Source: an optimization exercise on an open RTL-to-GDS flow (aim: small area). Production flows keep margins and buffers that such runs may drop.
Function was not checked in any run shown here: the RTL went through the layout flow alone.
Power is estimated from default activity; no workload was simulated.

$ cat flow/design.v
package valu_op_pkg;
  typedef enum logic [2:0] {
    VOP_MUL    = 3'b000,
    VOP_MULA   = 3'b001,
    VOP_MULTAC = 3'b010,
    VOP_ADD    = 3'b011,
    VOP_SUB    = 3'b100,
    VOP_ADDAC  = 3'b101,
    VOP_MTAC   = 3'b110
  } vop_e;
  localparam logic [2:0] VOP_ILLEGAL_CODE = 3'b111;
endpackage
package valu_ctrl_pkg;
  typedef enum logic {
    MODE_FULL = 1'b0,
    MODE_HALF = 1'b1
  } elem_mode_e;
  typedef enum logic [1:0] {
    ADDEND_ZERO  = 2'd0,
    ADDEND_B     = 2'd1,
    ADDEND_ACCUM = 2'd2
  } addend_sel_e;
  typedef struct packed {
    elem_mode_e  mode;
    addend_sel_e addend_sel;
    logic        negate_b;
  } add_ctrl_t;
  typedef struct packed {
    elem_mode_e mode;
    logic       saturate;
    logic       save_to_accum;
  } round_ctrl_t;
endpackage
import valu_op_pkg::*;
module valu_decode (
  input  logic [2:0] in_op,
  output logic       is_mul,
  output logic       add_b,
  output logic       neg_b,
  output logic       use_acc,
  output logic       save
);
  assign is_mul  = (in_op == VOP_MUL) || (in_op == VOP_MULA) || (in_op == VOP_MULTAC);
  assign add_b   = (in_op == VOP_ADD) || (in_op == VOP_SUB);
  assign neg_b   = (in_op == VOP_SUB);
  assign use_acc = (in_op == VOP_MULA) || (in_op == VOP_ADDAC);
  assign save    = (in_op == VOP_MULTAC) || (in_op == VOP_MTAC);
endmodule
module valu_mult (
  input  logic [15:0] a,
  input  logic [15:0] b,
  input  logic        half,
  input  logic        mul,
  input  logic        add_b,
  input  logic        neg_b,
  output logic [31:0] p
);
  wire n1 = b[7] & ~half;
  wire n2 = a[0] & ~half;
  wire n3 = a[1] & ~half;
  wire n4 = a[2] & ~half;
  wire n5 = a[3] & ~half;
  wire n6 = a[4] & ~half;
  wire n7 = a[5] & ~half;
  wire n8 = a[6] & ~half;
  wire n9 = a[7] & ~half;
  wire n10 = a[8] & ~half;
  wire n11 = a[9] & ~half;
  wire n12 = a[10] & ~half;
  wire n13 = a[11] & ~half;
  wire n14 = a[12] & ~half;
  wire n15 = a[13] & ~half;
  wire n16 = a[14] & ~half;
  wire n17 = a[15] & ~half;
  wire n18 = half ? a[7] : a[8];
  wire n19 = ~half;
  wire n20 = mul ? (b[0] ^ 1'b0) : 1'b1;
  wire n21 = mul & ((b[1] & ~b[0] & ~1'b0) | (~b[1] & b[0] & 1'b0));
  wire n22 = mul & b[1];
  wire n23 = n22 ^ half;
  wire n24 = n22 & ~half;
  wire n25 = ((a[0] & n20) | (1'b0 & n21)) ^ n22;
  wire n26 = ((a[1] & n20) | (a[0] & n21)) ^ n22;
  wire n27 = ((a[2] & n20) | (a[1] & n21)) ^ n22;
  wire n28 = ((a[3] & n20) | (a[2] & n21)) ^ n22;
  wire n29 = ((a[4] & n20) | (a[3] & n21)) ^ n22;
  wire n30 = ((a[5] & n20) | (a[4] & n21)) ^ n22;
  wire n31 = ((a[6] & n20) | (a[5] & n21)) ^ n22;
  wire n32 = ((a[7] & n20) | (a[6] & n21)) ^ n22;
  wire n33 = ((n18 & n20) | (a[7] & n21)) ^ n23;
  wire n34 = ((n11 & n20) | (n10 & n21)) ^ n24;
  wire n35 = ((n12 & n20) | (n11 & n21)) ^ n24;
  wire n36 = ((n13 & n20) | (n12 & n21)) ^ n24;
  wire n37 = ((n14 & n20) | (n13 & n21)) ^ n24;
  wire n38 = ((n15 & n20) | (n14 & n21)) ^ n24;
  wire n39 = ((n16 & n20) | (n15 & n21)) ^ n24;
  wire n40 = ((n17 & n20) | (n16 & n21)) ^ n24;
  wire n41 = ~(((n17 & n20) | (n17 & n21)) ^ n24);
  wire n42 = mul & (b[2] ^ b[1]);
  wire n43 = mul & ((b[3] & ~b[2] & ~b[1]) | (~b[3] & b[2] & b[1]));
  wire n44 = mul & b[3];
  wire n45 = n44 ^ half;
  wire n46 = n44 & ~half;
  wire n47 = ((a[0] & n42) | (1'b0 & n43)) ^ n44;
  wire n48 = ((a[1] & n42) | (a[0] & n43)) ^ n44;
  wire n49 = ((a[2] & n42) | (a[1] & n43)) ^ n44;
  wire n50 = ((a[3] & n42) | (a[2] & n43)) ^ n44;
  wire n51 = ((a[4] & n42) | (a[3] & n43)) ^ n44;
  wire n52 = ((a[5] & n42) | (a[4] & n43)) ^ n44;
  wire n53 = ((a[6] & n42) | (a[5] & n43)) ^ n44;
  wire n54 = ((a[7] & n42) | (a[6] & n43)) ^ n44;
  wire n55 = ((n18 & n42) | (a[7] & n43)) ^ n45;
  wire n56 = ((n11 & n42) | (n10 & n43)) ^ n46;
  wire n57 = ((n12 & n42) | (n11 & n43)) ^ n46;
  wire n58 = ((n13 & n42) | (n12 & n43)) ^ n46;
  wire n59 = ((n14 & n42) | (n13 & n43)) ^ n46;
  wire n60 = ((n15 & n42) | (n14 & n43)) ^ n46;
  wire n61 = ((n16 & n42) | (n15 & n43)) ^ n46;
  wire n62 = ((n17 & n42) | (n16 & n43)) ^ n46;
  wire n63 = ~(((n17 & n42) | (n17 & n43)) ^ n46);
  wire n64 = mul & (b[4] ^ b[3]);
  wire n65 = mul & ((b[5] & ~b[4] & ~b[3]) | (~b[5] & b[4] & b[3]));
  wire n66 = mul & b[5];
  wire n67 = n66 ^ half;
  wire n68 = n66 & ~half;
  wire n69 = ((a[0] & n64) | (1'b0 & n65)) ^ n66;
  wire n70 = ((a[1] & n64) | (a[0] & n65)) ^ n66;
  wire n71 = ((a[2] & n64) | (a[1] & n65)) ^ n66;
  wire n72 = ((a[3] & n64) | (a[2] & n65)) ^ n66;
  wire n73 = ((a[4] & n64) | (a[3] & n65)) ^ n66;
  wire n74 = ((a[5] & n64) | (a[4] & n65)) ^ n66;
  wire n75 = ((a[6] & n64) | (a[5] & n65)) ^ n66;
  wire n76 = ((a[7] & n64) | (a[6] & n65)) ^ n66;
  wire n77 = ((n18 & n64) | (a[7] & n65)) ^ n67;
  wire n78 = ((n11 & n64) | (n10 & n65)) ^ n68;
  wire n79 = ((n12 & n64) | (n11 & n65)) ^ n68;
  wire n80 = ((n13 & n64) | (n12 & n65)) ^ n68;
  wire n81 = ((n14 & n64) | (n13 & n65)) ^ n68;
  wire n82 = ((n15 & n64) | (n14 & n65)) ^ n68;
  wire n83 = ((n16 & n64) | (n15 & n65)) ^ n68;
  wire n84 = ((n17 & n64) | (n16 & n65)) ^ n68;
  wire n85 = ~(((n17 & n64) | (n17 & n65)) ^ n68);
  wire n86 = mul & (b[6] ^ b[5]);
  wire n87 = mul & ((b[7] & ~b[6] & ~b[5]) | (~b[7] & b[6] & b[5]));
  wire n88 = mul & b[7];
  wire n89 = n88 ^ half;
  wire n90 = n88 & ~half;
  wire n91 = ((a[0] & n86) | (1'b0 & n87)) ^ n88;
  wire n92 = ((a[1] & n86) | (a[0] & n87)) ^ n88;
  wire n93 = ((a[2] & n86) | (a[1] & n87)) ^ n88;
  wire n94 = ((a[3] & n86) | (a[2] & n87)) ^ n88;
  wire n95 = ((a[4] & n86) | (a[3] & n87)) ^ n88;
  wire n96 = ((a[5] & n86) | (a[4] & n87)) ^ n88;
  wire n97 = ((a[6] & n86) | (a[5] & n87)) ^ n88;
  wire n98 = ((a[7] & n86) | (a[6] & n87)) ^ n88;
  wire n99 = ((n18 & n86) | (a[7] & n87)) ^ n89;
  wire n100 = ((n11 & n86) | (n10 & n87)) ^ n90;
  wire n101 = ((n12 & n86) | (n11 & n87)) ^ n90;
  wire n102 = ((n13 & n86) | (n12 & n87)) ^ n90;
  wire n103 = ((n14 & n86) | (n13 & n87)) ^ n90;
  wire n104 = ((n15 & n86) | (n14 & n87)) ^ n90;
  wire n105 = ((n16 & n86) | (n15 & n87)) ^ n90;
  wire n106 = ((n17 & n86) | (n16 & n87)) ^ n90;
  wire n107 = ~(((n17 & n86) | (n17 & n87)) ^ n90);
  wire n108 = mul ? (b[8] ^ n1) : half;
  wire n109 = mul & ((b[9] & ~b[8] & ~n1) | (~b[9] & b[8] & n1));
  wire n110 = mul & b[9];
  wire n111 = n110 & ~half;
  wire n112 = n110 & half;
  wire n113 = ((n2 & n108) | (1'b0 & n109)) ^ n111;
  wire n114 = ((n3 & n108) | (n2 & n109)) ^ n111;
  wire n115 = ((n4 & n108) | (n3 & n109)) ^ n111;
  wire n116 = ((n5 & n108) | (n4 & n109)) ^ n111;
  wire n117 = ((n6 & n108) | (n5 & n109)) ^ n111;
  wire n118 = ((n7 & n108) | (n6 & n109)) ^ n111;
  wire n119 = ((n8 & n108) | (n7 & n109)) ^ n111;
  wire n120 = ((n9 & n108) | (n8 & n109)) ^ n111;
  wire n121 = ((a[8] & n108) | (n9 & n109)) ^ n110;
  wire n122 = ((a[9] & n108) | (a[8] & n109)) ^ n110;
  wire n123 = ((a[10] & n108) | (a[9] & n109)) ^ n110;
  wire n124 = ((a[11] & n108) | (a[10] & n109)) ^ n110;
  wire n125 = ((a[12] & n108) | (a[11] & n109)) ^ n110;
  wire n126 = ((a[13] & n108) | (a[12] & n109)) ^ n110;
  wire n127 = ((a[14] & n108) | (a[13] & n109)) ^ n110;
  wire n128 = ((a[15] & n108) | (a[14] & n109)) ^ n110;
  wire n129 = ~(((a[15] & n108) | (a[15] & n109)) ^ n110);
  wire n130 = mul & (b[10] ^ b[9]);
  wire n131 = mul & ((b[11] & ~b[10] & ~b[9]) | (~b[11] & b[10] & b[9]));
  wire n132 = mul & b[11];
  wire n133 = n132 & ~half;
  wire n134 = n132 & half;
  wire n135 = ((n2 & n130) | (1'b0 & n131)) ^ n133;
  wire n136 = ((n3 & n130) | (n2 & n131)) ^ n133;
  wire n137 = ((n4 & n130) | (n3 & n131)) ^ n133;
  wire n138 = ((n5 & n130) | (n4 & n131)) ^ n133;
  wire n139 = ((n6 & n130) | (n5 & n131)) ^ n133;
  wire n140 = ((n7 & n130) | (n6 & n131)) ^ n133;
  wire n141 = ((n8 & n130) | (n7 & n131)) ^ n133;
  wire n142 = ((n9 & n130) | (n8 & n131)) ^ n133;
  wire n143 = ((a[8] & n130) | (n9 & n131)) ^ n132;
  wire n144 = ((a[9] & n130) | (a[8] & n131)) ^ n132;
  wire n145 = ((a[10] & n130) | (a[9] & n131)) ^ n132;
  wire n146 = ((a[11] & n130) | (a[10] & n131)) ^ n132;
  wire n147 = ((a[12] & n130) | (a[11] & n131)) ^ n132;
  wire n148 = ((a[13] & n130) | (a[12] & n131)) ^ n132;
  wire n149 = ((a[14] & n130) | (a[13] & n131)) ^ n132;
  wire n150 = ((a[15] & n130) | (a[14] & n131)) ^ n132;
  wire n151 = ~(((a[15] & n130) | (a[15] & n131)) ^ n132);
  wire n152 = mul & (b[12] ^ b[11]);
  wire n153 = mul & ((b[13] & ~b[12] & ~b[11]) | (~b[13] & b[12] & b[11]));
  wire n154 = mul & b[13];
  wire n155 = n154 & ~half;
  wire n156 = n154 & half;
  wire n157 = ((n2 & n152) | (1'b0 & n153)) ^ n155;
  wire n158 = ((n3 & n152) | (n2 & n153)) ^ n155;
  wire n159 = ((n4 & n152) | (n3 & n153)) ^ n155;
  wire n160 = ((n5 & n152) | (n4 & n153)) ^ n155;
  wire n161 = ((n6 & n152) | (n5 & n153)) ^ n155;
  wire n162 = ((n7 & n152) | (n6 & n153)) ^ n155;
  wire n163 = ((n8 & n152) | (n7 & n153)) ^ n155;
  wire n164 = ((n9 & n152) | (n8 & n153)) ^ n155;
  wire n165 = ((a[8] & n152) | (n9 & n153)) ^ n154;
  wire n166 = ((a[9] & n152) | (a[8] & n153)) ^ n154;
  wire n167 = ((a[10] & n152) | (a[9] & n153)) ^ n154;
  wire n168 = ((a[11] & n152) | (a[10] & n153)) ^ n154;
  wire n169 = ((a[12] & n152) | (a[11] & n153)) ^ n154;
  wire n170 = ((a[13] & n152) | (a[12] & n153)) ^ n154;
  wire n171 = ((a[14] & n152) | (a[13] & n153)) ^ n154;
  wire n172 = ((a[15] & n152) | (a[14] & n153)) ^ n154;
  wire n173 = ~(((a[15] & n152) | (a[15] & n153)) ^ n154);
  wire n174 = mul & (b[14] ^ b[13]);
  wire n175 = mul & ((b[15] & ~b[14] & ~b[13]) | (~b[15] & b[14] & b[13]));
  wire n176 = mul & b[15];
  wire n177 = n176 & ~half;
  wire n178 = n176 & half;
  wire n179 = ((n2 & n174) | (1'b0 & n175)) ^ n177;
  wire n180 = ((n3 & n174) | (n2 & n175)) ^ n177;
  wire n181 = ((n4 & n174) | (n3 & n175)) ^ n177;
  wire n182 = ((n5 & n174) | (n4 & n175)) ^ n177;
  wire n183 = ((n6 & n174) | (n5 & n175)) ^ n177;
  wire n184 = ((n7 & n174) | (n6 & n175)) ^ n177;
  wire n185 = ((n8 & n174) | (n7 & n175)) ^ n177;
  wire n186 = ((n9 & n174) | (n8 & n175)) ^ n177;
  wire n187 = ((a[8] & n174) | (n9 & n175)) ^ n176;
  wire n188 = ((a[9] & n174) | (a[8] & n175)) ^ n176;
  wire n189 = ((a[10] & n174) | (a[9] & n175)) ^ n176;
  wire n190 = ((a[11] & n174) | (a[10] & n175)) ^ n176;
  wire n191 = ((a[12] & n174) | (a[11] & n175)) ^ n176;
  wire n192 = ((a[13] & n174) | (a[12] & n175)) ^ n176;
  wire n193 = ((a[14] & n174) | (a[13] & n175)) ^ n176;
  wire n194 = ((a[15] & n174) | (a[14] & n175)) ^ n176;
  wire n195 = ~(((a[15] & n174) | (a[15] & n175)) ^ n176);
  wire n196 = add_b & (b[0] ^ neg_b);
  wire n197 = add_b & (b[1] ^ neg_b);
  wire n198 = add_b & (b[2] ^ neg_b);
  wire n199 = add_b & (b[3] ^ neg_b);
  wire n200 = add_b & (b[4] ^ neg_b);
  wire n201 = add_b & (b[5] ^ neg_b);
  wire n202 = add_b & (b[6] ^ neg_b);
  wire n203 = add_b & (b[7] ^ neg_b);
  wire n204 = add_b & ((half ? b[7] : b[8]) ^ neg_b);
  wire n205 = add_b & (b[9] ^ neg_b);
  wire n206 = add_b & (b[10] ^ neg_b);
  wire n207 = add_b & (b[11] ^ neg_b);
  wire n208 = add_b & (b[12] ^ neg_b);
  wire n209 = add_b & (b[13] ^ neg_b);
  wire n210 = add_b & (b[14] ^ neg_b);
  wire n211 = add_b & (b[15] ^ neg_b);
  wire n212 = add_b & ((half ? b[8] : b[15]) ^ neg_b);
  wire n213 = add_b & (b[9] ^ neg_b);
  wire n214 = add_b & (b[10] ^ neg_b);
  wire n215 = add_b & (b[11] ^ neg_b);
  wire n216 = add_b & (b[12] ^ neg_b);
  wire n217 = add_b & (b[13] ^ neg_b);
  wire n218 = add_b & (b[14] ^ neg_b);
  wire n219 = add_b & (b[15] ^ neg_b);
  wire n220 = add_b & (b[15] ^ neg_b);
  wire n221 = neg_b & half;
  wire n222 = neg_b ^ n22 ^ n196;
  wire n223 = (neg_b & n22) | (neg_b & n196) | (n22 & n196);
  wire n224 = n197 ^ n26 ^ n223;
  wire n225 = (n197 & n26) | (n197 & n223) | (n26 & n223);
  wire n226 = n44 ^ n198 ^ n27;
  wire n227 = (n44 & n198) | (n44 & n27) | (n198 & n27);
  wire n228 = n47 ^ n226 ^ n225;
  wire n229 = (n47 & n226) | (n47 & n225) | (n226 & n225);
  wire n230 = n199 ^ n28 ^ n48;
  wire n231 = (n199 & n28) | (n199 & n48) | (n28 & n48);
  wire n232 = n227 ^ n230 ^ n229;
  wire n233 = (n227 & n230) | (n227 & n229) | (n230 & n229);
  wire n234 = n66 ^ n200 ^ n29;
  wire n235 = (n66 & n200) | (n66 & n29) | (n200 & n29);
  wire n236 = n49 ^ n69 ^ n231;
  wire n237 = (n49 & n69) | (n49 & n231) | (n69 & n231);
  wire n238 = n234 ^ n236 ^ n233;
  wire n239 = (n234 & n236) | (n234 & n233) | (n236 & n233);
  wire n240 = n201 ^ n30 ^ n50;
  wire n241 = (n201 & n30) | (n201 & n50) | (n30 & n50);
  wire n242 = n70 ^ n235 ^ n240;
  wire n243 = (n70 & n235) | (n70 & n240) | (n235 & n240);
  wire n244 = n237 ^ n242 ^ n239;
  wire n245 = (n237 & n242) | (n237 & n239) | (n242 & n239);
  wire n246 = n88 ^ n202 ^ n31;
  wire n247 = (n88 & n202) | (n88 & n31) | (n202 & n31);
  wire n248 = n51 ^ n71 ^ n91;
  wire n249 = (n51 & n71) | (n51 & n91) | (n71 & n91);
  wire n250 = n241 ^ n246 ^ n248;
  wire n251 = (n241 & n246) | (n241 & n248) | (n246 & n248);
  wire n252 = n243 ^ n250 ^ n245;
  wire n253 = (n243 & n250) | (n243 & n245) | (n250 & n245);
  wire n254 = n203 ^ n32 ^ n52;
  wire n255 = (n203 & n32) | (n203 & n52) | (n32 & n52);
  wire n256 = n72 ^ n92 ^ n247;
  wire n257 = (n72 & n92) | (n72 & n247) | (n92 & n247);
  wire n258 = n249 ^ n254 ^ n251;
  wire n259 = (n249 & n254) | (n249 & n251) | (n254 & n251);
  wire n260 = n256 ^ n258 ^ n253;
  wire n261 = (n256 & n258) | (n256 & n253) | (n258 & n253);
  wire n262 = half ^ n111 ^ n204;
  wire n263 = (half & n111) | (half & n204) | (n111 & n204);
  wire n264 = n53 ^ n73 ^ n93;
  wire n265 = (n53 & n73) | (n53 & n93) | (n73 & n93);
  wire n266 = n33 ^ n113 ^ n262;
  wire n267 = (n33 & n113) | (n33 & n262) | (n113 & n262);
  wire n268 = n255 ^ n264 ^ n266;
  wire n269 = (n255 & n264) | (n255 & n266) | (n264 & n266);
  wire n270 = n257 ^ n268 ^ n259;
  wire n271 = (n257 & n268) | (n257 & n259) | (n268 & n259);
  wire n272 = half ^ n205 ^ n54;
  wire n273 = (half & n205) | (half & n54) | (n205 & n54);
  wire n274 = n74 ^ n94 ^ n34;
  wire n275 = (n74 & n94) | (n74 & n34) | (n94 & n34);
  wire n276 = n114 ^ n263 ^ n265;
  wire n277 = (n114 & n263) | (n114 & n265) | (n263 & n265);
  wire n278 = n272 ^ n274 ^ n267;
  wire n279 = (n272 & n274) | (n272 & n267) | (n274 & n267);
  wire n280 = n276 ^ n269 ^ n278;
  wire n281 = (n276 & n269) | (n276 & n278) | (n269 & n278);
  wire n282 = n133 ^ n206 ^ n75;
  wire n283 = (n133 & n206) | (n133 & n75) | (n206 & n75);
  wire n284 = n95 ^ n35 ^ n55;
  wire n285 = (n95 & n35) | (n95 & n55) | (n35 & n55);
  wire n286 = n115 ^ n135 ^ n273;
  wire n287 = (n115 & n135) | (n115 & n273) | (n135 & n273);
  wire n288 = n275 ^ n282 ^ n284;
  wire n289 = (n275 & n282) | (n275 & n284) | (n282 & n284);
  wire n290 = n277 ^ n286 ^ n279;
  wire n291 = (n277 & n286) | (n277 & n279) | (n286 & n279);
  wire n292 = n288 ^ n290 ^ n281;
  wire n293 = (n288 & n290) | (n288 & n281) | (n290 & n281);
  wire n294 = half ^ n207 ^ n76;
  wire n295 = (half & n207) | (half & n76) | (n207 & n76);
  wire n296 = n96 ^ n36 ^ n56;
  wire n297 = (n96 & n36) | (n96 & n56) | (n36 & n56);
  wire n298 = n116 ^ n136 ^ n283;
  wire n299 = (n116 & n136) | (n116 & n283) | (n136 & n283);
  wire n300 = n285 ^ n294 ^ n296;
  wire n301 = (n285 & n294) | (n285 & n296) | (n294 & n296);
  wire n302 = n287 ^ n298 ^ n289;
  wire n303 = (n287 & n298) | (n287 & n289) | (n298 & n289);
  wire n304 = n300 ^ n291 ^ n302;
  wire n305 = (n300 & n291) | (n300 & n302) | (n291 & n302);
  wire n306 = n155 ^ n208 ^ n97;
  wire n307 = (n155 & n208) | (n155 & n97) | (n208 & n97);
  wire n308 = n37 ^ n57 ^ n77;
  wire n309 = (n37 & n57) | (n37 & n77) | (n57 & n77);
  wire n310 = n117 ^ n137 ^ n157;
  wire n311 = (n117 & n137) | (n117 & n157) | (n137 & n157);
  wire n312 = n295 ^ n297 ^ n306;
  wire n313 = (n295 & n297) | (n295 & n306) | (n297 & n306);
  wire n314 = n308 ^ n310 ^ n299;
  wire n315 = (n308 & n310) | (n308 & n299) | (n310 & n299);
  wire n316 = n301 ^ n312 ^ n314;
  wire n317 = (n301 & n312) | (n301 & n314) | (n312 & n314);
  wire n318 = n303 ^ n316 ^ n305;
  wire n319 = (n303 & n316) | (n303 & n305) | (n316 & n305);
  wire n320 = half ^ n209 ^ n98;
  wire n321 = (half & n209) | (half & n98) | (n209 & n98);
  wire n322 = n38 ^ n58 ^ n78;
  wire n323 = (n38 & n58) | (n38 & n78) | (n58 & n78);
  wire n324 = n118 ^ n138 ^ n158;
  wire n325 = (n118 & n138) | (n118 & n158) | (n138 & n158);
  wire n326 = n307 ^ n309 ^ n311;
  wire n327 = (n307 & n309) | (n307 & n311) | (n309 & n311);
  wire n328 = n320 ^ n322 ^ n324;
  wire n329 = (n320 & n322) | (n320 & n324) | (n322 & n324);
  wire n330 = n313 ^ n326 ^ n328;
  wire n331 = (n313 & n326) | (n313 & n328) | (n326 & n328);
  wire n332 = n315 ^ n330 ^ n317;
  wire n333 = (n315 & n330) | (n315 & n317) | (n330 & n317);
  wire n334 = n177 ^ n210 ^ n39;
  wire n335 = (n177 & n210) | (n177 & n39) | (n210 & n39);
  wire n336 = n59 ^ n79 ^ n99;
  wire n337 = (n59 & n79) | (n59 & n99) | (n79 & n99);
  wire n338 = n119 ^ n139 ^ n159;
  wire n339 = (n119 & n139) | (n119 & n159) | (n139 & n159);
  wire n340 = n179 ^ n321 ^ n323;
  wire n341 = (n179 & n321) | (n179 & n323) | (n321 & n323);
  wire n342 = n325 ^ n334 ^ n336;
  wire n343 = (n325 & n334) | (n325 & n336) | (n334 & n336);
  wire n344 = n338 ^ n327 ^ n329;
  wire n345 = (n338 & n327) | (n338 & n329) | (n327 & n329);
  wire n346 = n340 ^ n342 ^ n331;
  wire n347 = (n340 & n342) | (n340 & n331) | (n342 & n331);
  wire n348 = n344 ^ n346 ^ n333;
  wire n349 = (n344 & n346) | (n344 & n333) | (n346 & n333);
  wire n350 = half ^ n211 ^ n40;
  wire n351 = (half & n211) | (half & n40) | (n211 & n40);
  wire n352 = n351 & ~half;
  wire n353 = n60 ^ n80 ^ n100;
  wire n354 = (n60 & n80) | (n60 & n100) | (n80 & n100);
  wire n355 = n354 & ~half;
  wire n356 = n120 ^ n140 ^ n160;
  wire n357 = (n120 & n140) | (n120 & n160) | (n140 & n160);
  wire n358 = n357 & ~half;
  wire n359 = n180 ^ n335 ^ n337;
  wire n360 = (n180 & n335) | (n180 & n337) | (n335 & n337);
  wire n361 = n360 & ~half;
  wire n362 = n339 ^ n350 ^ n353;
  wire n363 = (n339 & n350) | (n339 & n353) | (n350 & n353);
  wire n364 = n363 & ~half;
  wire n365 = n356 ^ n341 ^ n343;
  wire n366 = (n356 & n341) | (n356 & n343) | (n341 & n343);
  wire n367 = n366 & ~half;
  wire n368 = n359 ^ n362 ^ n345;
  wire n369 = (n359 & n362) | (n359 & n345) | (n362 & n345);
  wire n370 = n369 & ~half;
  wire n371 = n365 ^ n347 ^ n368;
  wire n372 = (n365 & n347) | (n365 & n368) | (n347 & n368);
  wire n373 = n372 & ~half;
  wire n374 = 1'b1 ^ n221 ^ n112;
  wire n375 = (1'b1 & n221) | (1'b1 & n112) | (n221 & n112);
  wire n376 = n212 ^ n41 ^ n61;
  wire n377 = (n212 & n41) | (n212 & n61) | (n41 & n61);
  wire n378 = n81 ^ n101 ^ n121;
  wire n379 = (n81 & n101) | (n81 & n121) | (n101 & n121);
  wire n380 = n141 ^ n161 ^ n181;
  wire n381 = (n141 & n161) | (n141 & n181) | (n161 & n181);
  wire n382 = n374 ^ n376 ^ n378;
  wire n383 = (n374 & n376) | (n374 & n378) | (n376 & n378);
  wire n384 = n380 ^ n352 ^ n355;
  wire n385 = (n380 & n352) | (n380 & n355) | (n352 & n355);
  wire n386 = n358 ^ n382 ^ n361;
  wire n387 = (n358 & n382) | (n358 & n361) | (n382 & n361);
  wire n388 = n364 ^ n384 ^ n386;
  wire n389 = (n364 & n384) | (n364 & n386) | (n384 & n386);
  wire n390 = n367 ^ n370 ^ n388;
  wire n391 = (n367 & n370) | (n367 & n388) | (n370 & n388);
  wire n392 = 1'b1 ^ n213 ^ n122;
  wire n393 = (1'b1 & n213) | (1'b1 & n122) | (n213 & n122);
  wire n394 = n375 ^ n62 ^ n82;
  wire n395 = (n375 & n62) | (n375 & n82) | (n62 & n82);
  wire n396 = n102 ^ n142 ^ n162;
  wire n397 = (n102 & n142) | (n102 & n162) | (n142 & n162);
  wire n398 = n182 ^ n377 ^ n379;
  wire n399 = (n182 & n377) | (n182 & n379) | (n377 & n379);
  wire n400 = n381 ^ n392 ^ n394;
  wire n401 = (n381 & n392) | (n381 & n394) | (n392 & n394);
  wire n402 = n396 ^ n383 ^ n398;
  wire n403 = (n396 & n383) | (n396 & n398) | (n383 & n398);
  wire n404 = n400 ^ n385 ^ n402;
  wire n405 = (n400 & n385) | (n400 & n402) | (n385 & n402);
  wire n406 = n387 ^ n404 ^ n389;
  wire n407 = (n387 & n404) | (n387 & n389) | (n404 & n389);
  wire n408 = n134 ^ n214 ^ n123;
  wire n409 = (n134 & n214) | (n134 & n123) | (n214 & n123);
  wire n410 = n63 ^ n83 ^ n103;
  wire n411 = (n63 & n83) | (n63 & n103) | (n83 & n103);
  wire n412 = n143 ^ n163 ^ n183;
  wire n413 = (n143 & n163) | (n143 & n183) | (n163 & n183);
  wire n414 = n393 ^ n395 ^ n397;
  wire n415 = (n393 & n395) | (n393 & n397) | (n395 & n397);
  wire n416 = n408 ^ n410 ^ n412;
  wire n417 = (n408 & n410) | (n408 & n412) | (n410 & n412);
  wire n418 = n399 ^ n401 ^ n414;
  wire n419 = (n399 & n401) | (n399 & n414) | (n401 & n414);
  wire n420 = n416 ^ n403 ^ n418;
  wire n421 = (n416 & n403) | (n416 & n418) | (n403 & n418);
  wire n422 = n405 ^ n420 ^ n407;
  wire n423 = (n405 & n420) | (n405 & n407) | (n420 & n407);
  wire n424 = 1'b1 ^ n215 ^ n124;
  wire n425 = (1'b1 & n215) | (1'b1 & n124) | (n215 & n124);
  wire n426 = n144 ^ n84 ^ n104;
  wire n427 = (n144 & n84) | (n144 & n104) | (n84 & n104);
  wire n428 = n164 ^ n184 ^ n409;
  wire n429 = (n164 & n184) | (n164 & n409) | (n184 & n409);
  wire n430 = n411 ^ n413 ^ n424;
  wire n431 = (n411 & n413) | (n411 & n424) | (n413 & n424);
  wire n432 = n426 ^ n415 ^ n428;
  wire n433 = (n426 & n415) | (n426 & n428) | (n415 & n428);
  wire n434 = n417 ^ n430 ^ n419;
  wire n435 = (n417 & n430) | (n417 & n419) | (n430 & n419);
  wire n436 = n432 ^ n421 ^ n434;
  wire n437 = (n432 & n421) | (n432 & n434) | (n421 & n434);
  wire n438 = n156 ^ n216 ^ n125;
  wire n439 = (n156 & n216) | (n156 & n125) | (n216 & n125);
  wire n440 = n145 ^ n85 ^ n105;
  wire n441 = (n145 & n85) | (n145 & n105) | (n85 & n105);
  wire n442 = n165 ^ n185 ^ n425;
  wire n443 = (n165 & n185) | (n165 & n425) | (n185 & n425);
  wire n444 = n427 ^ n438 ^ n440;
  wire n445 = (n427 & n438) | (n427 & n440) | (n438 & n440);
  wire n446 = n429 ^ n431 ^ n442;
  wire n447 = (n429 & n431) | (n429 & n442) | (n431 & n442);
  wire n448 = n444 ^ n433 ^ n446;
  wire n449 = (n444 & n433) | (n444 & n446) | (n433 & n446);
  wire n450 = n435 ^ n448 ^ n437;
  wire n451 = (n435 & n448) | (n435 & n437) | (n448 & n437);
  wire n452 = 1'b1 ^ n217 ^ n126;
  wire n453 = (1'b1 & n217) | (1'b1 & n126) | (n217 & n126);
  wire n454 = n146 ^ n166 ^ n106;
  wire n455 = (n146 & n166) | (n146 & n106) | (n166 & n106);
  wire n456 = n186 ^ n439 ^ n441;
  wire n457 = (n186 & n439) | (n186 & n441) | (n439 & n441);
  wire n458 = n452 ^ n454 ^ n443;
  wire n459 = (n452 & n454) | (n452 & n443) | (n454 & n443);
  wire n460 = n445 ^ n456 ^ n447;
  wire n461 = (n445 & n456) | (n445 & n447) | (n456 & n447);
  wire n462 = n458 ^ n460 ^ n449;
  wire n463 = (n458 & n460) | (n458 & n449) | (n460 & n449);
  wire n464 = n178 ^ n218 ^ n127;
  wire n465 = (n178 & n218) | (n178 & n127) | (n218 & n127);
  wire n466 = n147 ^ n167 ^ n107;
  wire n467 = (n147 & n167) | (n147 & n107) | (n167 & n107);
  wire n468 = n187 ^ n453 ^ n455;
  wire n469 = (n187 & n453) | (n187 & n455) | (n453 & n455);
  wire n470 = n464 ^ n466 ^ n457;
  wire n471 = (n464 & n466) | (n464 & n457) | (n466 & n457);
  wire n472 = n468 ^ n459 ^ n470;
  wire n473 = (n468 & n459) | (n468 & n470) | (n459 & n470);
  wire n474 = n461 ^ n472 ^ n463;
  wire n475 = (n461 & n472) | (n461 & n463) | (n472 & n463);
  wire n476 = 1'b1 ^ n219 ^ n128;
  wire n477 = (1'b1 & n219) | (1'b1 & n128) | (n219 & n128);
  wire n478 = n148 ^ n168 ^ n188;
  wire n479 = (n148 & n168) | (n148 & n188) | (n168 & n188);
  wire n480 = n465 ^ n467 ^ n476;
  wire n481 = (n465 & n467) | (n465 & n476) | (n467 & n476);
  wire n482 = n478 ^ n469 ^ n480;
  wire n483 = (n478 & n469) | (n478 & n480) | (n469 & n480);
  wire n484 = n471 ^ n482 ^ n473;
  wire n485 = (n471 & n482) | (n471 & n473) | (n482 & n473);
  wire n486 = n220 ^ n129 ^ n149;
  wire n487 = (n220 & n129) | (n220 & n149) | (n129 & n149);
  wire n488 = n169 ^ n189 ^ n477;
  wire n489 = (n169 & n189) | (n169 & n477) | (n189 & n477);
  wire n490 = n479 ^ n486 ^ n481;
  wire n491 = (n479 & n486) | (n479 & n481) | (n486 & n481);
  wire n492 = n488 ^ n483 ^ n490;
  wire n493 = (n488 & n483) | (n488 & n490) | (n483 & n490);
  wire n494 = 1'b1 ^ n150 ^ n170;
  wire n495 = (1'b1 & n150) | (1'b1 & n170) | (n150 & n170);
  wire n496 = n190 ^ n487 ^ n494;
  wire n497 = (n190 & n487) | (n190 & n494) | (n487 & n494);
  wire n498 = n489 ^ n496 ^ n491;
  wire n499 = (n489 & n496) | (n489 & n491) | (n496 & n491);
  wire n500 = n151 ^ n171 ^ n191;
  wire n501 = (n151 & n171) | (n151 & n191) | (n171 & n191);
  wire n502 = n495 ^ n500 ^ n497;
  wire n503 = (n495 & n500) | (n495 & n497) | (n500 & n497);
  wire n504 = 1'b1 ^ n172 ^ n192;
  wire n505 = (1'b1 & n172) | (1'b1 & n192) | (n172 & n192);
  wire n506 = n501 ^ n504 ^ n503;
  wire n507 = (n501 & n504) | (n501 & n503) | (n504 & n503);
  wire n508 = n173 ^ n193 ^ n505;
  wire n509 = (n173 & n193) | (n173 & n505) | (n193 & n505);
  wire n510 = 1'b1 ^ n194 ^ n509;
  wire n511 = (1'b1 & n194) | (1'b1 & n509) | (n194 & n509);
  wire n512 = n25 ^ n222;
  wire n513 = n25 & n222;
  wire n514 = n224 ^ n513;
  wire n515 = n224 & n513;
  wire n516 = n228 ^ n515;
  wire n517 = n228 & n515;
  wire n518 = n232 ^ n517;
  wire n519 = n232 & n517;
  wire n520 = n238 ^ n519;
  wire n521 = n238 & n519;
  wire n522 = n244 ^ n521;
  wire n523 = n244 & n521;
  wire n524 = n252 & 1'b0;
  wire n525 = n252 ^ 1'b0;
  wire n526 = n260 & 1'b0;
  wire n527 = n260 ^ 1'b0;
  wire n528 = n261 & n270;
  wire n529 = n261 ^ n270;
  wire n530 = n271 & n280;
  wire n531 = n271 ^ n280;
  wire n532 = n292 & 1'b0;
  wire n533 = n292 ^ 1'b0;
  wire n534 = n293 & n304;
  wire n535 = n293 ^ n304;
  wire n536 = n318 & 1'b0;
  wire n537 = n318 ^ 1'b0;
  wire n538 = n319 & n332;
  wire n539 = n319 ^ n332;
  wire n540 = n348 & 1'b0;
  wire n541 = n348 ^ 1'b0;
  wire n542 = n349 & n371;
  wire n543 = n349 ^ n371;
  wire n544 = n542 & ~half;
  wire n545 = n543 & ~half;
  wire n546 = n373 & n390;
  wire n547 = n373 ^ n390;
  wire n548 = n391 & n406;
  wire n549 = n391 ^ n406;
  wire n550 = n422 & 1'b0;
  wire n551 = n422 ^ 1'b0;
  wire n552 = n423 & n436;
  wire n553 = n423 ^ n436;
  wire n554 = n450 & 1'b0;
  wire n555 = n450 ^ 1'b0;
  wire n556 = n451 & n462;
  wire n557 = n451 ^ n462;
  wire n558 = n474 & 1'b0;
  wire n559 = n474 ^ 1'b0;
  wire n560 = n475 & n484;
  wire n561 = n475 ^ n484;
  wire n562 = n485 & n492;
  wire n563 = n485 ^ n492;
  wire n564 = n493 & n498;
  wire n565 = n493 ^ n498;
  wire n566 = n499 & n502;
  wire n567 = n499 ^ n502;
  wire n568 = n506 & 1'b0;
  wire n569 = n506 ^ 1'b0;
  wire n570 = n507 & n508;
  wire n571 = n507 ^ n508;
  wire n572 = n510 & 1'b0;
  wire n573 = n510 ^ 1'b0;
  wire n574 = n195 & n511;
  wire n575 = n195 ^ n511;
  wire n576 = 1'b1 & 1'b0;
  wire n577 = 1'b1 ^ 1'b0;
  wire n578 = n524 | (n525 & n523);
  wire n579 = n526 | (n527 & n578);
  wire n580 = n527 & n525;
  wire n581 = n530 | (n531 & n528);
  wire n582 = n531 & n529;
  wire n583 = n534 | (n535 & n532);
  wire n584 = n535 & n533;
  wire n585 = n538 | (n539 & n536);
  wire n586 = n539 & n537;
  wire n587 = n544 | (n545 & n540);
  wire n588 = n545 & n541;
  wire n589 = n548 | (n549 & n546);
  wire n590 = n549 & n547;
  wire n591 = n552 | (n553 & n550);
  wire n592 = n553 & n551;
  wire n593 = n556 | (n557 & n554);
  wire n594 = n557 & n555;
  wire n595 = n560 | (n561 & n558);
  wire n596 = n561 & n559;
  wire n597 = n564 | (n565 & n562);
  wire n598 = n565 & n563;
  wire n599 = n568 | (n569 & n566);
  wire n600 = n569 & n567;
  wire n601 = n572 | (n573 & n570);
  wire n602 = n573 & n571;
  wire n603 = n576 | (n577 & n574);
  wire n604 = n577 & n575;
  wire n605 = n528 | (n529 & n579);
  wire n606 = n529 & n580;
  wire n607 = n581 | (n582 & n579);
  wire n608 = n582 & n580;
  wire n609 = n536 | (n537 & n583);
  wire n610 = n537 & n584;
  wire n611 = n585 | (n586 & n583);
  wire n612 = n586 & n584;
  wire n613 = n546 | (n547 & n587);
  wire n614 = n547 & n588;
  wire n615 = n589 | (n590 & n587);
  wire n616 = n590 & n588;
  wire n617 = n554 | (n555 & n591);
  wire n618 = n555 & n592;
  wire n619 = n593 | (n594 & n591);
  wire n620 = n594 & n592;
  wire n621 = n562 | (n563 & n595);
  wire n622 = n563 & n596;
  wire n623 = n597 | (n598 & n595);
  wire n624 = n598 & n596;
  wire n625 = n570 | (n571 & n599);
  wire n626 = n571 & n600;
  wire n627 = n601 | (n602 & n599);
  wire n628 = n602 & n600;
  wire n629 = n532 | (n533 & n607);
  wire n630 = n533 & n608;
  wire n631 = n583 | (n584 & n607);
  wire n632 = n584 & n608;
  wire n633 = n609 | (n610 & n607);
  wire n634 = n610 & n608;
  wire n635 = n611 | (n612 & n607);
  wire n636 = n612 & n608;
  wire n637 = n550 | (n551 & n615);
  wire n638 = n551 & n616;
  wire n639 = n591 | (n592 & n615);
  wire n640 = n592 & n616;
  wire n641 = n617 | (n618 & n615);
  wire n642 = n618 & n616;
  wire n643 = n619 | (n620 & n615);
  wire n644 = n620 & n616;
  wire n645 = n566 | (n567 & n623);
  wire n646 = n567 & n624;
  wire n647 = n599 | (n600 & n623);
  wire n648 = n600 & n624;
  wire n649 = n625 | (n626 & n623);
  wire n650 = n626 & n624;
  wire n651 = n627 | (n628 & n623);
  wire n652 = n628 & n624;
  wire n653 = n540 | (n541 & n635);
  wire n654 = n541 & n636;
  wire n655 = n587 | (n588 & n635);
  wire n656 = n588 & n636;
  wire n657 = n613 | (n614 & n635);
  wire n658 = n614 & n636;
  wire n659 = n615 | (n616 & n635);
  wire n660 = n616 & n636;
  wire n661 = n637 | (n638 & n635);
  wire n662 = n638 & n636;
  wire n663 = n639 | (n640 & n635);
  wire n664 = n640 & n636;
  wire n665 = n641 | (n642 & n635);
  wire n666 = n642 & n636;
  wire n667 = n643 | (n644 & n635);
  wire n668 = n644 & n636;
  wire n669 = n574 | (n575 & n651);
  wire n670 = n575 & n652;
  wire n671 = n603 | (n604 & n651);
  wire n672 = n604 & n652;
  wire n673 = n558 | (n559 & n667);
  wire n674 = n559 & n668;
  wire n675 = n595 | (n596 & n667);
  wire n676 = n596 & n668;
  wire n677 = n621 | (n622 & n667);
  wire n678 = n622 & n668;
  wire n679 = n623 | (n624 & n667);
  wire n680 = n624 & n668;
  wire n681 = n645 | (n646 & n667);
  wire n682 = n646 & n668;
  wire n683 = n647 | (n648 & n667);
  wire n684 = n648 & n668;
  wire n685 = n649 | (n650 & n667);
  wire n686 = n650 & n668;
  wire n687 = n651 | (n652 & n667);
  wire n688 = n652 & n668;
  wire n689 = n669 | (n670 & n667);
  wire n690 = n670 & n668;
  wire n691 = n671 | (n672 & n667);
  wire n692 = n672 & n668;
  wire n693 = n525 ^ n523;
  wire n694 = n527 ^ n578;
  wire n695 = n529 ^ n579;
  wire n696 = n531 ^ n605;
  wire n697 = n533 ^ n607;
  wire n698 = n535 ^ n629;
  wire n699 = n537 ^ n631;
  wire n700 = n539 ^ n633;
  wire n701 = n541 ^ n635;
  wire n702 = n543 ^ n653;
  wire n703 = n547 ^ n655;
  wire n704 = n549 ^ n657;
  wire n705 = n551 ^ n659;
  wire n706 = n553 ^ n661;
  wire n707 = n555 ^ n663;
  wire n708 = n557 ^ n665;
  wire n709 = n559 ^ n667;
  wire n710 = n561 ^ n673;
  wire n711 = n563 ^ n675;
  wire n712 = n565 ^ n677;
  wire n713 = n567 ^ n679;
  wire n714 = n569 ^ n681;
  wire n715 = n571 ^ n683;
  wire n716 = n573 ^ n685;
  wire n717 = n575 ^ n687;
  wire n718 = n577 ^ n689;
  assign p = {n718, n717, n716, n715, n714, n713, n712, n711, n710, n709, n708, n707, n706, n705, n704, n703, n702, n701, n700, n699, n698, n697, n696, n695, n694, n693, n522, n520, n518, n516, n514, n512};
endmodule
module valu_add (
  input  logic [15:0] a,
  input  logic [15:0] b,
  input  logic        half,
  input  logic        frac,
  input  logic        is_mul,
  input  logic        add_b,
  input  logic        neg_b,
  output logic [17:0] q
);
  logic [31:0] p;
  valu_mult valu_mult_i (.a, .b, .half, .mul(is_mul), .add_b, .neg_b, .p);
  logic shift;
  assign shift = is_mul && frac;
  always_comb begin
    for (int k = 0; k < 8; k++) begin
      if (shift) q[k] = half ? p[7+k] : p[15+k];
      else       q[k] = p[k];
      if (shift)     q[9+k] = p[23+k];
      else if (half) q[9+k] = p[16+k];
      else           q[9+k] = p[8+k];
    end
    if (!half)      q[8] = 1'b1;
    else if (shift) q[8] = p[15];
    else            q[8] = p[8];
    if (is_mul)     q[17] = p[31];
    else if (half)  q[17] = p[24];
    else            q[17] = p[16];
  end
endmodule
module valu_round (
  input  logic [17:0] q,
  input  logic [15:0] acc,
  input  logic        use_acc,
  input  logic        half,
  input  logic        frac,
  output logic [15:0] r
);
  logic [17:0] d;
  logic [17:0] s;
  logic [18:0] c;
  logic        sat_hi, sat_lo;
  assign d = {acc[15], acc[15:8], half & acc[7], acc[7:0]} & {18{use_acc}};
  assign c[0] = 1'b0;
  for (genvar i = 0; i < 18; i++) begin : g_bit
    assign s[i] = q[i] ^ d[i] ^ c[i];
    if (i != 8) begin : g_c
      assign c[i+1] = (q[i] & d[i]) | (q[i] & c[i]) | (d[i] & c[i]);
    end
  end
  logic [7:0] gg, pp;
  logic [3:0] g2, p2;
  logic [1:0] g4;
  assign gg = q[7:0] & d[7:0];
  assign pp = q[7:0] | d[7:0];
  for (genvar k = 0; k < 4; k++) begin : g_la2
    assign g2[k] = gg[2*k+1] | (pp[2*k+1] & gg[2*k]);
    assign p2[k] = pp[2*k+1] & pp[2*k];
  end
  assign g4[0] = g2[1] | (p2[1] & g2[0]);
  assign g4[1] = g2[3] | (p2[3] & g2[2]);
  assign c[9]  = ~half & (g4[1] | (p2[3] & p2[2] & g4[0]));
  assign sat_hi = frac && (s[17] != s[16]);
  assign sat_lo = frac && (s[8] != s[7]);
  always_comb begin
    r[15:8] = sat_hi ? {s[17], {7{~s[17]}}} : s[16:9];
    if (half) r[7:0] = sat_lo ? {s[8], {7{~s[8]}}} : s[7:0];
    else      r[7:0] = sat_hi ? {8{~s[17]}} : s[7:0];
  end
endmodule
import valu_op_pkg::*;
module valu_top (
  input  logic                   clk,
  input  logic                   reset,
  input  logic                   in_valid,
  input  valu_op_pkg::vop_e      in_op,
  input  logic                   in_frac,
  input  logic                   in_half,
  input  logic [(4 * 16)-1:0] in_a,
  input  logic [(4 * 16)-1:0] in_b,
  output logic                   result_valid,
  output logic [(4 * 16)-1:0] result
);
  logic [63:0]     a0, b0;
  logic [2:0]      op0;
  logic            frac0, half0;
  logic            is_mul, add_b, neg_b, use_acc, save;
  logic [4*18-1:0] q_next, q1;
  logic [63:0]     r_next, r2;
  logic [63:0]     acc;
  logic            v0, v1, v2;
  logic            frac1, half1, acc1, save1;
  valu_decode valu_decode_i (.in_op(op0), .is_mul, .add_b, .neg_b, .use_acc, .save);
  for (genvar l = 0; l < 4; l++) begin : g_lane
    valu_add valu_add_i (
      .a(a0[16*l +: 16]), .b(b0[16*l +: 16]), .half(half0), .frac(frac0),
      .is_mul, .add_b, .neg_b, .q(q_next[18*l +: 18])
    );
    valu_round valu_round_i (
      .q(q1[18*l +: 18]), .acc(acc[16*l +: 16]), .use_acc(acc1), .half(half1), .frac(frac1),
      .r(r_next[16*l +: 16])
    );
  end
  always_ff @(posedge clk or posedge reset) begin
    if (reset) begin
      v0           <= 1'b0;
      v1           <= 1'b0;
      v2           <= 1'b0;
      result_valid <= 1'b0;
      acc          <= '0;
    end else begin
      v0           <= in_valid;
      v1           <= v0;
      v2           <= v1;
      result_valid <= v2;
      if (v1 && save1) acc <= r_next;
    end
  end
  always_ff @(posedge clk) begin
    a0     <= in_a;
    b0     <= in_b;
    op0    <= in_op;
    frac0  <= in_frac;
    half0  <= in_half;
    q1     <= q_next;
    frac1  <= frac0;
    half1  <= half0;
    acc1   <= use_acc;
    save1  <= save;
    r2     <= r_next;
    result <= r2;
  end
endmodule
$ cat flow/run.sh
#!/bin/bash
# synth_recipe.tcl (not shown) runs the flow's synth.tcl, then flattens the netlist and writes it again
# the make line also repeats each setting of config.mk as NAME=value (left out here)
make -C /OpenROAD-flow-scripts/flow DESIGN_CONFIG=/design/flow/config.mk WORK_HOME=/design/flow/orfs CLKGATE_MAP_FILE= SYNTH_SCRIPT=/design/flow/synth_recipe.tcl finish
$ cat flow/config.mk
export PLATFORM = sky130hd
export DESIGN_NAME = valu_top
export DESIGN_NICKNAME = valu_top
export VERILOG_FILES = /design/flow/design.v
export SDC_FILE = /design/flow/constraint.sdc
export NUM_CORES = 4
export LEC_CHECK = 0
export ABC_AREA = 1
export CAP_MARGIN = 20
export CORE_MARGIN = 2
export CORE_UTILIZATION = 40
export SLEW_MARGIN = 20
$ cat flow/constraint.sdc
create_clock -name core_clock -period 7.0 [get_ports {clk}]
set_input_delay 1.4000 -clock core_clock [delete_from_list [all_inputs] [get_ports {clk}]]
set_output_delay 1.4000 -clock core_clock [all_outputs]
set_load 0.01 [all_outputs]
==> results.ini, run 1 <==
[yosys]
synthXorXnorAreaFrac_pct = 11.8
netlist_top_cells_count = inv_1 (1000), nand2_1 (796), fa_1 (588)
syn_nets = 6139
syn_avg_cell_area_um2 = 8.38
ys_warn_count = 3
synth.distinct_cells = 46
yosysSeqAreaShare_pct = 19.3
synthAdderAreaFrac_pct = 32.7
synth_seq_cells = 405
yosysTopAreaCell = fa_1
synth_compound_area_share_pct = 12.4
yosys_most_used_dff = dfxtp_1
synth.top_cell.area_share_pct = 26.9
yosys-mux-area-fraction_pct = 0
synth-simple-area-share_pct = 12.9
ys_top_cells_by_area = fa_1 (27%), dfxtp_1 (15%), xor2_1 (9.8%)
async_flop_share_pct = 16.8
syn_area_um2 = 43700
synth_edf_count = 0
syn-instance-count = 5215
synth_top_family_by_area = adder cells
yosysMostFrequentCell = inv_1

[sta]
final.period_utilization_pct = 94.6
drv_slew = 0
fin_worst_skew_ns = 0.0495
worstMarginPinSlew_ns = 1.01
hold_slack_ns = 0.325
period_needed_ns = 6.62
max_freq_ghz = 0.151
setup_viol = 0
rsz0062_at_grt = no
max_slew_margin_pct = 31.6
hold_viol_final = 0
tns_ns = 0

[clock_tree]
clk_latency_ns = 0.66
clkSinkCount = 405
postCtsSetupRepairBufs = 0
clockBufferDepth = 3
cts_repair_resize_count = 0
cts.clk_slew.worst_paths_ns = 0.06
cts_buffers = 48
cts_tree = yes
htree_levels = 2
clockRootBuffer = clkbuf_16
hold_buffers = 0

[die]
die_w_um = 335
die_area_um2 = 112000
die_y_um = 335
start_util_pct = 40.3
rows = 121
pin_count = 201
core_area_um2 = 109000

[routing]
drt-total-wl_um = 134000
wl_per_cell_um = 19.5
first_pass_iters = 6
ant_nets = 0
avgViaCountPerCell = 5.18
first_iter_violations = 3144
drc = 0
via_count = 35700

[setup_path]
r2r_slack_ns = 0.38
path_delay_family = adder cells
crit_top_cell = fa_1
crit_fanout = 31
slowest_delay_ns = 0.53
crit_buf_inv = 8
startpoint_type = flop
cp-end-kind = flop
arrival_ns = 7.10
cp_slowest_cell = fa_1
worstPathRequired_ns = 7.48
crit_type = flop to flop

[final_layout]
multi_input_area_um2 = 30500
fill_cells = 10800
final_core_util_pct = 45.5
area_growth_pct = 13.1
fin_nets = 6352
regArea_um2 = 8450
antenna_cells = 0
drive_gt1_share_pct = 6.27

[global_route]
antenna_found_initial = 5
grt_max_degree = 81
grt_pass1_wl_um = 209000
grt_pass1_vias = 35700
grt_overflow = 0
grtUsageTotal_pct = 23.9

[min_path]
hold_path_class = flop to flop

[outcome]
outcome = no timing/DRC/antenna violations

[pwr]
powerDensity_nw_per_um2 = 444
p_leak_nw = 24.1
peakVddDrop_v = 0.000287

[run]
max_cap_viol_count = 0

[placed_design]
hpwlAfterDp_um = 109000
gp_congestion = 0.991
port_buffers = 200

-- cell usage in the layout (no fill, tap or decap), types with 15 or more instances in the layout --
| cell | instances |
|---|---|
| or2_2 | 27 |
| clkdlybuf4s50_1 | 200 |
| nor2_1 | 201 |
| a31oi_1 | 37 |
| nor3_1 | 31 |
| fa_1 | 588 |
| o21ai_1 | 25 |
| xnor2_1 | 100 |
| o21ai_0 | 183 |
| ha_1 | 200 |
| clkbuf_16 | 50 |
| xor2_1 | 487 |
| buf_4 | 129 |
| inv_1 | 996 |
| o21bai_1 | 27 |
| dfxtp_1 | 335 |
| clkinv_1 | 28 |
| nand3_1 | 151 |
| o22ai_1 | 482 |
| nand2_1 | 789 |
| a21oi_1 | 136 |
| nor2_8 | 15 |
| nor2_4 | 17 |
| dfrtp_1 | 68 |
| inv_2 | 32 |
-- worst paths after layout --
path,depth (start not counted),start,endpoint
min in group asynchronous,2,reset,acc[44]$_DFFE_PP0P_
setup / recovery,30,op0[0]$_DFF_P_,q1[16]$_DFF_P_
hold / removal,0,r2[46]$_DFF_P_,result[46]$_DFF_P_
setup reg to reg,30,op0[0]$_DFF_P_,q1[16]$_DFF_P_
max in group asynchronous,3,reset,acc[26]$_DFFE_PP0P_
hold reg to reg,0,r2[46]$_DFF_P_,result[46]$_DFF_P_
-- state kept, by name (all words and copies together) (netlist names), 3 cells and up --
| register | count |
|---|---|
| q1 | 72 |
| a0 | 64 |
| acc | 64 |
| b0 | 64 |
| r2 | 64 |
| result | 64 |
| op0 | 3 |
-- layout make-up --
type,instances,share of cell area (%)
tap,1414,3.58
clock inverter,27,0.504
clock buffer,63,2.75
timing repair buffer,336,6.28
sequential,405,17.1
inverter,1061,8.11
multi-input combinational,3576,61.7
-- cells by family after synthesis --
family                     count (synthesis)
and+or+nand+nor                         1281
DFF                                      405
adders and majority gates                788
xor gates and xnor gates                 587
buffers and inverters                   1234
AOI/OAI and AO/OA                        920
-- routing by layer --
metal / GRT usage (%) / up-vias / wire length (um)
met5: 0 / - / 0
met4: 7.26 / 0 / 4190
met3: 4.39 / 213 / 11200
met2: 36.8 / 1506 / 58500
met1: 34.0 / 17100 / 60500
li1: - / 16800 / -
-- through the flow --
| stage | instance area (um^2) | total power, W | cells | worst slack (ns) |
|---|---|---|---|---|
| finish | 49400 | 0.0219 | 6882 | 0.379 |
| global route | 49400 | 0.0244 | 6882 | 0.0164 |
| CTS | 49400 | 0.0220 | 6882 | 0.249 |
| detailed placement | 47800 | 0.0194 | 6792 | 0.285 |
| global placement | 47800 | 0.0191 | 6792 | 0.294 |
| floorplan | 43700 | 0.0148 | 5215 | 0.155 |
-- power by group --
part	switching [W]	leakage (nW)	total [W]	internal, W
clock	0.00111	0.775	0.00254	0.00143
combinational	0.00950	19.7	0.0156	0.00609
sequential	0.000560	3.65	0.00379	0.00323
total	0.0112	24.1	0.0219	0.0108
==> run 2, diff against run 1 <==
--- a/flow/config.mk
+++ b/flow/config.mk
@@ -11,2 +11,4 @@
 export CORE_UTILIZATION = 40
+export CTS_CLUSTER_DIAMETER = 70
+export CTS_CLUSTER_SIZE = 30
 export SLEW_MARGIN = 20
==> run 2 against run 1 <==
Power shrank 0.32%; first-iteration DRC count grew 3.5%; maximum frequency grew 0.15%; still clean.
==> results.ini, run 2 <==
[yosys]
ys_top_cells_by_area = fa_1 (27%), dfxtp_1 (15%), xor2_1 (9.8%)  ; unchanged
synth_edf_count = 0  ; unchanged
yosysTopAreaCell = fa_1  ; unchanged
netlist_top_cells_count = inv_1 (1000), nand2_1 (796), fa_1 (588)  ; unchanged
yosys_most_used_dff = dfxtp_1  ; unchanged
synth_seq_cells = 405  ; unchanged
yosysMostFrequentCell = inv_1  ; unchanged
syn_nets = 6139  ; unchanged
async_flop_share_pct = 16.8  ; unchanged
ys_warn_count = 3  ; unchanged
syn-instance-count = 5215  ; unchanged
yosysSeqAreaShare_pct = 19.3  ; unchanged
synth.distinct_cells = 46  ; unchanged
synth.top_cell.area_share_pct = 26.9  ; unchanged
syn_area_um2 = 43700  ; unchanged
syn_avg_cell_area_um2 = 8.38  ; unchanged

[setup_path]
worstPathRequired_ns = 7.56  ; was 7.48 ns
crit_buf_inv = 9  ; was 8
startpoint_type = flop  ; unchanged
crit_type = flop to flop  ; unchanged
path_delay_family = adder cells  ; unchanged
crit_fanout = 31  ; unchanged
crit_top_cell = fa_1  ; unchanged
cp_slowest_cell = fa_1  ; unchanged
cp-end-kind = flop  ; unchanged
slowest_delay_ns = 0.52  ; was 0.53 ns
arrival_ns = 7.17  ; was 7.10 ns

[sta]
setup_viol = 0  ; unchanged
max_slew_margin_pct = 29.9  ; was 31.6%
worstMarginPinSlew_ns = 1.04  ; was 1.01 ns
hold_slack_ns = 0.326  ; was 0.325 ns
tns_ns = 0  ; unchanged
fin_worst_skew_ns = 0.0290  ; was 0.0495 ns
max_freq_ghz = 0.151  ; about the same
final.period_utilization_pct = 94.4  ; was 94.6%
rsz0062_at_grt = no  ; unchanged
period_needed_ns = 6.61  ; was 6.62 ns
hold_viol_final = 0  ; unchanged
drv_slew = 0  ; unchanged

[clock_tree]
hold_buffers = 0  ; unchanged
cts_repair_resize_count = 0  ; unchanged
cts.clk_slew.worst_paths_ns = 0.10  ; was 0.06 ns
cts_tree = yes  ; unchanged
postCtsSetupRepairBufs = 0  ; unchanged
clockBufferDepth = 3  ; unchanged
htree_levels = 2  ; unchanged
clockRootBuffer = clkbuf_16  ; unchanged
cts_buffers = 39  ; was 48
clk_latency_ns = 0.63  ; was 0.66 ns
clkSinkCount = 405  ; unchanged

[routing]
drt-total-wl_um = 134000  ; about the same
avgViaCountPerCell = 5.17  ; was 5.18
first_iter_violations = 3254  ; was 3144
via_count = 35500  ; was 35700
ant_nets = 0  ; unchanged
drc = 0  ; unchanged
wl_per_cell_um = 19.5  ; about the same
first_pass_iters = 7  ; was 6

[global_route]
antenna_found_initial = 3  ; was 5
grt_overflow = 0  ; unchanged
grtUsageTotal_pct = 23.9  ; about the same
grt_pass1_vias = 35700  ; about the same
grt_max_degree = 81  ; unchanged
grt_pass1_wl_um = 209000  ; about the same

[die]
die_area_um2 = 112000  ; unchanged
pin_count = 201  ; unchanged
die_w_um = 335  ; unchanged
core_area_um2 = 109000  ; unchanged
rows = 121  ; unchanged
start_util_pct = 40.3  ; unchanged
die_y_um = 335  ; unchanged

[pwr]
p_leak_nw = 24.1  ; about the same
powerDensity_nw_per_um2 = 442  ; was 444 nW/um^2
peakVddDrop_v = 0.000293  ; was 0.000287 V

[run]
max_cap_viol_count = 0  ; unchanged

[outcome]
outcome = no timing/DRC/antenna violations  ; unchanged

[final_layout]
regArea_um2 = 8450  ; unchanged
final_core_util_pct = 45.5  ; about the same
area_growth_pct = 13.0  ; was 13.1%
fin_nets = 6343  ; was 6352
fill_cells = 10800  ; about the same
drive_gt1_share_pct = 6.02  ; was 6.27%
final_cell_mix = inv_1 (996), nand2_1 (790), fa_1 (588), xor2_1 (487), o22ai_1 (482)  ; was inv_1 (996), nand2_1 (789), fa_1 (588), xor2_1 (487), o22ai_1 (482)
antenna_cells = 0  ; unchanged
largest-register = q1  ; unchanged
largest_reg_flops = 72  ; unchanged
multi_input_area_um2 = 30500  ; about the same
final_area_um2 = 49400  ; about the same
mostFrequentLayoutCell = inv_1  ; unchanged

[min_path]
hold_path_class = flop to flop  ; unchanged

[placed_design]
placed_area_um2 = 47800  ; unchanged
hpwlAfterDp_um = 109000  ; unchanged
gp_congestion = 0.991  ; unchanged
port_buffers = 200  ; unchanged

run 2: changes by cell type in the layout (fill, tap and decap cells not counted), moves of 3 or more:
| cell | previous run | this run |
|---|---|---|
| inv_12 | 0 | 6 |
| clkinv_16 | 0 | 9 |
| clkbuf_1 | 7 | 0 |
| clkinv_4 | 4 | 1 |
| clkbuf_16 | 50 | 39 |
| inv_6 | 6 | 1 |
| clkinv_2 | 6 | 1 |
| clkinvlp_4 | 7 | 1 |
| clkbuf_8 | 6 | 0 |
| inv_16 | 2 | 6 |
| clkinv_8 | 1 | 7 |
run 2: per-stage QoR:
step / total power (W) / setup WS [ns] / instances
floorplan: 0.0148 / 0.155 / 5215
detailed placement: 0.0194 / 0.285 / 6792
CTS: 0.0220 / 0.269 / 6863
global placement: 0.0191 / 0.294 / 6792
global route: 0.0244 / 0.00427 / 6863
finish: 0.0219 / 0.389 / 6863
run 2: metal layers:
metal  vias up  global-route usage [%]  share of wire (%)
li1      16800                       -                  -
met1     16900                    34.1                 45
met2      1519                    36.8                 44
met3       206                    4.29                8.6
met4         0                    7.19                3.1
met5         -                       0                  0
run 2: final timing paths:
kind | from | to | slack, ns | cells after the start
max in group asynchronous | reset | acc[27]$_DFFE_PP0P_ | 4.86 | 3
min in group asynchronous | reset | acc[44]$_DFFE_PP0P_ | 0.96 | 2
min reg2reg | r2[30]$_DFF_P_ | result[30]$_DFF_P_ | 0.33 | 0
max | op0[0]$_DFF_P_ | q1[34]$_DFF_P_ | 0.39 | 31
min | r2[30]$_DFF_P_ | result[30]$_DFF_P_ | 0.33 | 0
max reg2reg | op0[0]$_DFF_P_ | q1[34]$_DFF_P_ | 0.39 | 31
run 2: cell families after synthesis:
logic type | Yosys count | share of synthesized area [%]
XOR/XNOR | 587 | 11.8
AO/OA/AOI/OAI | 920 | 12.4
flip-flops | 405 | 19.3
buffers and inverters | 1234 | 11.0
AND/OR/NAND/NOR | 1281 | 12.9
adder cells (fa/ha/maj) | 788 | 32.7
run 2: final cells by class:
type,instances,share of cell area (%)
clock buffer,39,1.98
clock inverter,32,1.27
inverter,1061,8.11
multi-input combinational,3576,61.7
sequential,405,17.1
tap,1414,3.58
timing repair buffer,336,6.27
run 2: where the power goes:
part | internal [W] | switching, W
sequential | 0.00323 | 0.000554
clock | 0.00120 | 0.00131
combinational | 0.00608 | 0.00948
total | 0.0105 | 0.0113
==> run 3, diff against run 2 <==
==> flow/flow/run.sh (new file) <==
#!/bin/bash
# The standard layout (standard synthesis unchanged), with plain buf_1 cells as the port
# buffers instead of the delay-buffer cell that buffer_ports picks by default
set -euo pipefail
bash standard.sh BUFFER_PORTS_ARGS="-buffer_cell sky130_fd_sc_hd__buf_1" finish > standard.log 2>&1
==> flow/standard.sh (new file) <==
#!/bin/bash
# synth_recipe.tcl (not shown) runs the flow's synth.tcl, then flattens the netlist and writes it again
# the make line also repeats each setting of config.mk as NAME=value (left out here)
make -C /OpenROAD-flow-scripts/flow DESIGN_CONFIG=/design/flow/config.mk WORK_HOME=/design/flow/orfs CLKGATE_MAP_FILE= SYNTH_SCRIPT=/design/flow/synth_recipe.tcl "${@:-finish}"
--- a/flow/config.mk
+++ b/flow/config.mk
@@ -11,4 +11,2 @@
 export CORE_UTILIZATION = 40
-export CTS_CLUSTER_DIAMETER = 70
-export CTS_CLUSTER_SIZE = 30
 export SLEW_MARGIN = 20
removed: flow/run.sh
==> run 3 against run 2 <==
Die area is the same; largest cell class unchanged; worst setup slack got worse by 0.0078 ns; sequential share of layout area grew 0.37 points; largest power group unchanged; clock power grew about 10%; clock skew is 0.017 ns higher; critical endpoint is now q1[52]$_DFF_P_.
==> results.ini, run 3 <==
[global_route]
grt_pass1_vias = 35800  ; was 35700
grt_pass1_wl_um = 210000  ; was 209000 um
grt_max_degree = 84  ; was 81

[sta]
worstMarginPinSlew_ns = 0.931  ; was 1.04 ns
hold_slack_ns = 0.324  ; was 0.326 ns
setup_viol = 0  ; unchanged
final.period_utilization_pct = 94.6  ; was 94.4%
rsz0062_at_grt = no  ; unchanged
max_slew_margin_pct = 37.9  ; was 29.9%
max_freq_ghz = 0.151  ; about the same
hold_viol_final = 0  ; unchanged

[pwr]
peakVddDrop_v = 0.000290  ; was 0.000293 V
swShare_pct = 51.5  ; was 51.9%
comb_power_share_pct = 70.2  ; was 71.2%
p_sw_w = 0.0113  ; about the same
seqPwrFrac_pct = 17.2  ; was 17.3%

[setup_path]
arrival_ns = 7.17  ; about the same
worstPathRequired_ns = 7.55  ; was 7.56 ns
crit_top_cell = fa_1  ; unchanged
cp_slowest_cell = fa_1  ; unchanged
crit_fanout = 23  ; was 31

[final_layout]
final_cell_mix = inv_1 (995), nand2_1 (791), fa_1 (588), xor2_1 (487), o22ai_1 (482)  ; was inv_1 (996), nand2_1 (790), fa_1 (588), xor2_1 (487), o22ai_1 (482)
largest_reg_flops = 72  ; unchanged
largest-register = q1  ; unchanged
final_area_um2 = 48400  ; was 49400 um^2

[outcome]
outcome = no timing/DRC/antenna violations  ; unchanged

[routing]
first_pass_iters = 8  ; was 7
via_count = 36000  ; was 35500
ant_nets = 0  ; unchanged
first_iter_violations = 3230  ; was 3254

[die]
start_util_pct = 40.3  ; unchanged
rows = 121  ; unchanged
die_y_um = 335  ; unchanged

[clock_tree]
clk_latency_ns = 0.66  ; was 0.63 ns
cts_tree = yes  ; unchanged
postCtsSetupRepairBufs = 0  ; unchanged

[yosys]
netlist_top_cells_count = inv_1 (1000), nand2_1 (796), fa_1 (588)  ; unchanged
yosys_most_used_dff = dfxtp_1  ; unchanged
syn_avg_cell_area_um2 = 8.38  ; unchanged
synth_seq_cells = 405  ; unchanged
synth_edf_count = 0  ; unchanged
yosysTopAreaCell = fa_1  ; unchanged
syn_nets = 6139  ; unchanged
ys_top_cells_by_area = fa_1 (27%), dfxtp_1 (15%), xor2_1 (9.8%)  ; unchanged
yosysSeqAreaShare_pct = 19.3  ; unchanged

[placed_design]
place_ws_ns = 0.254  ; was 0.285 ns
hpwlAfterDp_um = 110000  ; was 109000 um
placed_area_um2 = 46500  ; was 47800 um^2
port_buffers = 200  ; unchanged

[run 3: critical path: cells and delay by family, from the launching register on]
family / cells / cell delay, ns
and+or+nand+nor: 9 / 1.11
AOI/OAI and AO/OA: 3 / 0.41
adders and majority gates: 8 / 3.18
buffers and inverters: 8 / 1.01
xor gates and xnor gates: 2 / 0.36
DFF: 1 / 0.40
[run 3: final timing paths]
check,startpoint,slack [ns],cells after the start,endpoint
min in group asynchronous,reset,0.64,2,acc[43]$_DFFE_PP0P_
min reg2reg,r2[44]$_DFF_P_,0.32,0,result[44]$_DFF_P_
max,op0[0]$_DFF_P_,0.38,30,q1[52]$_DFF_P_
min,r2[44]$_DFF_P_,0.32,0,result[44]$_DFF_P_
max reg2reg,op0[0]$_DFF_P_,0.38,30,q1[52]$_DFF_P_
max in group asynchronous,reset,5.21,3,acc[25]$_DFFE_PP0P_
[run 3: through the flow]
step	cells	utilization, %	power (W)
final	6891	44.6	0.0219
after global routing	6889	44.5	0.0245
after CTS	6889	44.5	0.0221
after detailed placement	6795	42.9	0.0192
after global placement	6795	42.9	0.0189
after floorplan	5215	-	0.0148
[run 3: area by class of cell]
cell class,count,area [um^2],share of cell area [%]
Clock inverter,33,408,0.843
Clock buffer,61,1380,2.85
Sequential cell,405,8450,17.5
Inverter,1061,4000,8.27
Multi-Input combinational cell,3576,30500,63.1
Timing Repair Buffer,339,1860,3.84
Tap cell,1414,1770,3.66
Antenna cell,2,5.00,0.0103
[run 3: layer usage]
layer,share of wire (%),track usage (%),vias to the layer above
met2,43,36.9,1641
met3,9.3,5.00,237
met4,3.2,7.53,2
met1,44,33.9,17200
met5,0.0096,0,-
li1,-,-,16900
[run 3: power groups by stage]
stage | sequential, W | clock [W] | combinational [W]
after floorplan | 0.00365 | 0 | 0.0111
after detailed placement | 0.00382 | 0 | 0.0153
after CTS | 0.00378 | 0.00287 | 0.0154
final | 0.00378 | 0.00277 | 0.0154
after global placement | 0.00381 | 0 | 0.0151
after global routing | 0.00386 | 0.00296 | 0.0177
[run 3: what timing repair did]
action                                  in CTS  in global routing
gates resized for setup                      0                 14
endpoints found under the setup margin       0                 40
hold buffers                                 0                  0
[run 3: logic make-up (layout without fill, tap and decap cells)]
group,Yosys count,after routing,share of synthesized area [%]
buffers and inverters,1234,1494,11.0
other,0,2,0
flip-flops,405,405,19.3
AND/OR/NAND/NOR,1281,1281,12.9
XOR/XNOR,587,587,11.8
adder cells (fa/ha/maj),788,788,32.7
AO/OA/AOI/OAI,920,920,12.4

==> what the ideal ports hide <==
No port has a modelled driver above. Below, the same layouts with a new extraction and two added sets of constraints. Step 1 assumes that a clkbuf_16 drives the clock port and a buf_2 every other input. Step 2 adds t to the input delays and takes it off the output delays; t is the mean of the earliest and latest rising clock arrival at the registers after step 1. Input paths then give back, and output paths get back, about the clock's delay inside the block. a / b / c = ideal / step 1 / step 2; a / b = the first two.
run | t (ns) | setup slack, ns | worst hold slack (ns) | latest minus earliest clock arrival (ns)
run 1 | 0.711 | 0.379 / 0.379 / 0.379 | 0.325 / 0.325 / 0.325 | 0.050 / 0.049
run 2 | 0.689 | 0.389 / 0.389 / 0.389 | 0.326 / 0.326 / 0.326 | 0.034 / 0.034
run 3 | 0.714 | 0.381 / 0.381 / 0.381 | 0.324 / 0.324 / 0.324 | 0.048 / 0.048
After both steps setup and hold are still met in every run listed.
